What follows belongs to an exercise in optimizing a design on an open flow for a short achievable clock period and few clock cycles per item; a production flow would make more cautious choices.
In this exercise RTL edits were held to simulation tests only and were not proved equivalent to the original.
No activity file was given, so power comes from the tool's default toggle rates.

Setup of main:
## capacity_split_stack_set
module capacity_split_stack_set #(
  parameter int MAX_STACKS   = 16,
  parameter int MAX_CAPACITY = 8,
  parameter int DATA_WIDTH   = 32
) (
  input  logic                              clk_i,
  input  logic                              rst_ni,
  input  logic                              cfg_we_i,
  input  logic [css_pkg::CFG_W-1:0]         cfg_wdata_i,
  input  logic                              s_axis_tvalid,
  output logic                              s_axis_tready,
  input  logic [((DATA_WIDTH+4+7)/8)*8-1:0] s_axis_tdata,
  input  logic [css_pkg::FUNC_W-1:0]        s_axis_tuser,
  output logic                              m_axis_tvalid,
  input  logic                              m_axis_tready,
  output logic [((DATA_WIDTH+7+7)/8)*8-1:0] m_axis_tdata
);
  localparam int OUT_W = ((DATA_WIDTH + 7 + 7) / 8) * 8;
  logic                          req_valid;
  logic [DATA_WIDTH+3:0]         req_data;
  logic [css_pkg::FUNC_W-1:0]    req_func;
  logic                          res_valid;
  logic [css_pkg::RES_W-1:0]     res, m_data;
  css_ctrl #(
    .DATA_WIDTH (DATA_WIDTH)
  ) u_ctrl (
    .clk_i       (clk_i),
    .rst_ni      (rst_ni),
    .s_valid_i   (s_axis_tvalid),
    .s_ready_o   (s_axis_tready),
    .s_data_i    (s_axis_tdata[DATA_WIDTH+3:0]),
    .s_func_i    (s_axis_tuser),
  ...
Size: ~12,000 cells after synthesis, roughly 5,100 flip-flops, roughly 94 I/O pins, ~190,000 um2 of cells after synthesis.
==> module css_ctrl, before the edit <==
module css_ctrl #(
  parameter int DATA_WIDTH = 32,
  parameter int RING       = 8
) (
  input  logic                           clk_i,
  input  logic                           rst_ni,
  input  logic                           s_valid_i,
  output logic                           s_ready_o,
  input  logic [DATA_WIDTH+3:0]          s_data_i,
  input  logic [css_pkg::FUNC_W-1:0]     s_func_i,
  output logic                           req_valid_o,
  output logic [DATA_WIDTH+3:0]          req_data_o,
  output logic [css_pkg::FUNC_W-1:0]     req_func_o,
  input  logic                           res_valid_i,
  input  logic [css_pkg::RES_W-1:0]      res_i,
  output logic                           m_valid_o,
  input  logic                           m_ready_i,
  output logic [css_pkg::RES_W-1:0]      m_data_o
);
  localparam int RW = $clog2(RING);
  logic                          ready_q;    
  logic                          acc, xfer;
  logic [RW:0]                   acc_cnt_q, xfer_cnt_q, inflight;
  logic [RW:0]                   wptr_q, cur_q, cur_p1, wptr_d;
  logic [RING-1:0][css_pkg::RES_W-1:0] ring_q;
  logic [css_pkg::RES_W-1:0]     head_q, cand0, cand1;
  logic                          out_v_q;     
  logic                          started_q;   
  logic                          ready_int, out_v_int;
  assign inflight  = acc_cnt_q - xfer_cnt_q;
  assign ready_int = started_q && (inflight <= (RW+1)'(RING - 1));
  assign out_v_int = (wptr_q != cur_q);
  assign acc       = s_valid_i && ready_int;
  assign xfer      = out_v_int && m_ready_i;
  assign cur_p1   = cur_q + 1'b1;
  assign wptr_d   = wptr_q + (RW+1)'(res_valid_i);
  assign cand0    = (res_valid_i && wptr_q == cur_q)  ? res_i : ring_q[cur_q[RW-1:0]];
  assign cand1    = (res_valid_i && wptr_q == cur_p1) ? res_i : ring_q[cur_p1[RW-1:0]];
  always_ff @(posedge clk_i or negedge rst_ni) begin
    if (!rst_ni) begin
      ready_q     <= 1'b0;
      started_q   <= 1'b0;
      req_valid_o <= 1'b0;
      acc_cnt_q   <= '0;
      xfer_cnt_q  <= '0;
      wptr_q      <= '0;
      cur_q       <= '0;
      out_v_q     <= 1'b0;
    end else begin
      if (acc && !xfer)      ready_q <= (inflight <= (RW+1)'(RING - 2));
      else if (acc == xfer)  ready_q <= (inflight <= (RW+1)'(RING - 1));
      else                   ready_q <= 1'b1;
      started_q   <= 1'b1;
      req_valid_o <= acc;
      if (acc)  acc_cnt_q  <= acc_cnt_q + 1'b1;
      if (xfer) xfer_cnt_q <= xfer_cnt_q + 1'b1;
      wptr_q  <= wptr_d;
      if (xfer) cur_q <= cur_p1;
      out_v_q <= xfer ? (wptr_d != cur_p1) : (wptr_d != cur_q);
    end
  end
  always_ff @(posedge clk_i) begin
    req_data_o <= s_data_i;
    req_func_o <= s_func_i;
    if (res_valid_i) ring_q[wptr_q[RW-1:0]] <= res_i;
    head_q <= xfer ? cand1 : cand0;
  end
  assign s_ready_o = ready_q;
  assign m_valid_o = out_v_q;
  assign m_data_o  = head_q;
endmodule
==> flow/config.mk <==
export PLATFORM = sky130hd
export DESIGN_NAME = capacity_split_stack_set
export DESIGN_NICKNAME = capacity_split_stack_set
export VERILOG_FILES = /design/flow/design.v
export SDC_FILE = /design/flow/constraint.sdc
export NUM_CORES = 4
export LEC_CHECK = 0
export ABC_CLOCK_PERIOD_IN_PS = 4000
export CAP_MARGIN = 20
export CELL_PAD_IN_SITES_DETAIL_PLACEMENT = 1
export CELL_PAD_IN_SITES_GLOBAL_PLACEMENT = 2
export CORE_MARGIN = 2
export CORE_UTILIZATION = 40
export PLACE_DENSITY = 0.6
export SLEW_MARGIN = 20
export SYNTH_MEMORY_MAX_BITS = 16384
==> flow/constraint.sdc <==
create_clock -name core_clock -period 14.0 [get_ports {clk_i}]
set_input_delay 2.8000 -clock core_clock [delete_from_list [all_inputs] [get_ports {clk_i}]]
set_output_delay 2.8000 -clock core_clock [all_outputs]
set_load 0.01 [all_outputs]
standard.sh (not shown) runs the stock make flow with config.mk's settings and CLKGATE_MAP_FILE= SYNTH_SCRIPT=/design/flow/synth_recipe.tcl, a recipe that flattens the netlist after the stock synthesis.
==> flow/flow/run.sh <==
#!/bin/bash
# Own flow: the standard layout (standard.sh, unchanged synthesis, SDC and clock
# period), with the timing repair aimed at a larger setup slack margin and allowed to
# resize cells to other footprints, so the resizer keeps working toward the period the
# design can reach.
set -euo pipefail
bash standard.sh SETUP_SLACK_MARGIN=10.2 MATCH_CELL_FOOTPRINT=0 finish > standard_finish.log 2>&1
main finished all stages; the layout is clean.
Testbench counts of main, summed over its fixed seeds: cycles 32,048, items 32,000.
The inputs of the feature branch differ from those of main as listed below.
-- flow/design.v --
<<< main, line 41
  logic [RING-1:0][css_pkg::RES_W-1:0] ring_q;
  logic [css_pkg::RES_W-1:0]     head_q, cand0, cand1;
  logic                          out_v_q;     
  logic                          started_q;   
  logic                          ready_int, out_v_int;
  assign inflight  = acc_cnt_q - xfer_cnt_q;
  assign ready_int = started_q && (inflight <= (RW+1)'(RING - 1));
  assign out_v_int = (wptr_q != cur_q);
  assign acc       = s_valid_i && ready_int;
  assign xfer      = out_v_int && m_ready_i;
  assign cur_p1   = cur_q + 1'b1;
  assign wptr_d   = wptr_q + (RW+1)'(res_valid_i);
>>> the feature branch, line 41
  logic [RING-1:0][css_pkg::RES_W-1:0] ring_q;
  logic [css_pkg::RES_W-1:0]     head_q, cand0, cand1;
  logic                          out_v_q;
  assign acc      = s_valid_i && ready_q;
  assign xfer     = out_v_q && m_ready_i;
  assign inflight = acc_cnt_q - xfer_cnt_q;
  assign cur_p1   = cur_q + 1'b1;
  assign wptr_d   = wptr_q + (RW+1)'(res_valid_i);
<<< main, line 56
    if (!rst_ni) begin
      ready_q     <= 1'b0;
      started_q   <= 1'b0;
      req_valid_o <= 1'b0;
      acc_cnt_q   <= '0;
>>> the feature branch, line 52
    if (!rst_ni) begin
      ready_q     <= 1'b0;
      req_valid_o <= 1'b0;
      acc_cnt_q   <= '0;
<<< main, line 67
      else if (acc == xfer)  ready_q <= (inflight <= (RW+1)'(RING - 1));
      else                   ready_q <= 1'b1;
      started_q   <= 1'b1;
      req_valid_o <= acc;
      if (acc)  acc_cnt_q  <= acc_cnt_q + 1'b1;
>>> the feature branch, line 62
      else if (acc == xfer)  ready_q <= (inflight <= (RW+1)'(RING - 1));
      else                   ready_q <= 1'b1;
      req_valid_o <= acc;
      if (acc)  acc_cnt_q  <= acc_cnt_q + 1'b1;
Global-route usage delta (main -> the feature branch): insignificant
The higher sequential power came out of the feature branch.
Relative to main, the minimum clock period of the feature branch is higher by 0.054 ns.
In the feature branch the detailed-route via count turned out 645 higher than in main.
Per the comparison of the feature branch with main, cell-internal power saw an increase, filler cell count in the final layout about even, net count of the mapped netlist +208.
The feature branch ended up with a higher number of nets in the layout than main did.
The feature branch ended with more detailed-routing wirelength on met1 than main.
Measured against each other, main and the feature branch differ in layout cell share with drive strength beyond 1, the lower figure coming from the feature branch.
Testbench counts of the feature branch, summed over its fixed seeds: cycles 32,048, items 32,000.

separate check: timing with driven ports:
Ports are ideal in the flow. The routed layouts listed here were re-timed in OpenROAD.
Step 1, drivers: a clkbuf_16 drives clk_i and a buf_2 each remaining input, both assumed.
Step 2, shift: input delay + t, output delay - t, t = (earliest + latest rising clock arrival at the registers) / 2. This alone moves slack from input paths to output paths.
Three values: ideal ports, drivers, drivers and shift; two values: the first two.
| run | t, ns | setup slack, ns | worst setup path at the end | worst slew at a driven data input, ns | cell pins on the clock port's net |
|---|---|---|---|---|---|
| main | 1.204 | 9.605 / 9.488 / 9.228 | input to register | 0.10 | 1 |
| the feature branch | 1.202 | 9.551 / 9.431 / 9.292 | input to register | 0.06 | 1 |
After both steps setup and hold are still met in every run listed. For main, which loses most, drivers alone change the setup slack by -0.117 ns; drivers and shift together by -0.377 ns.
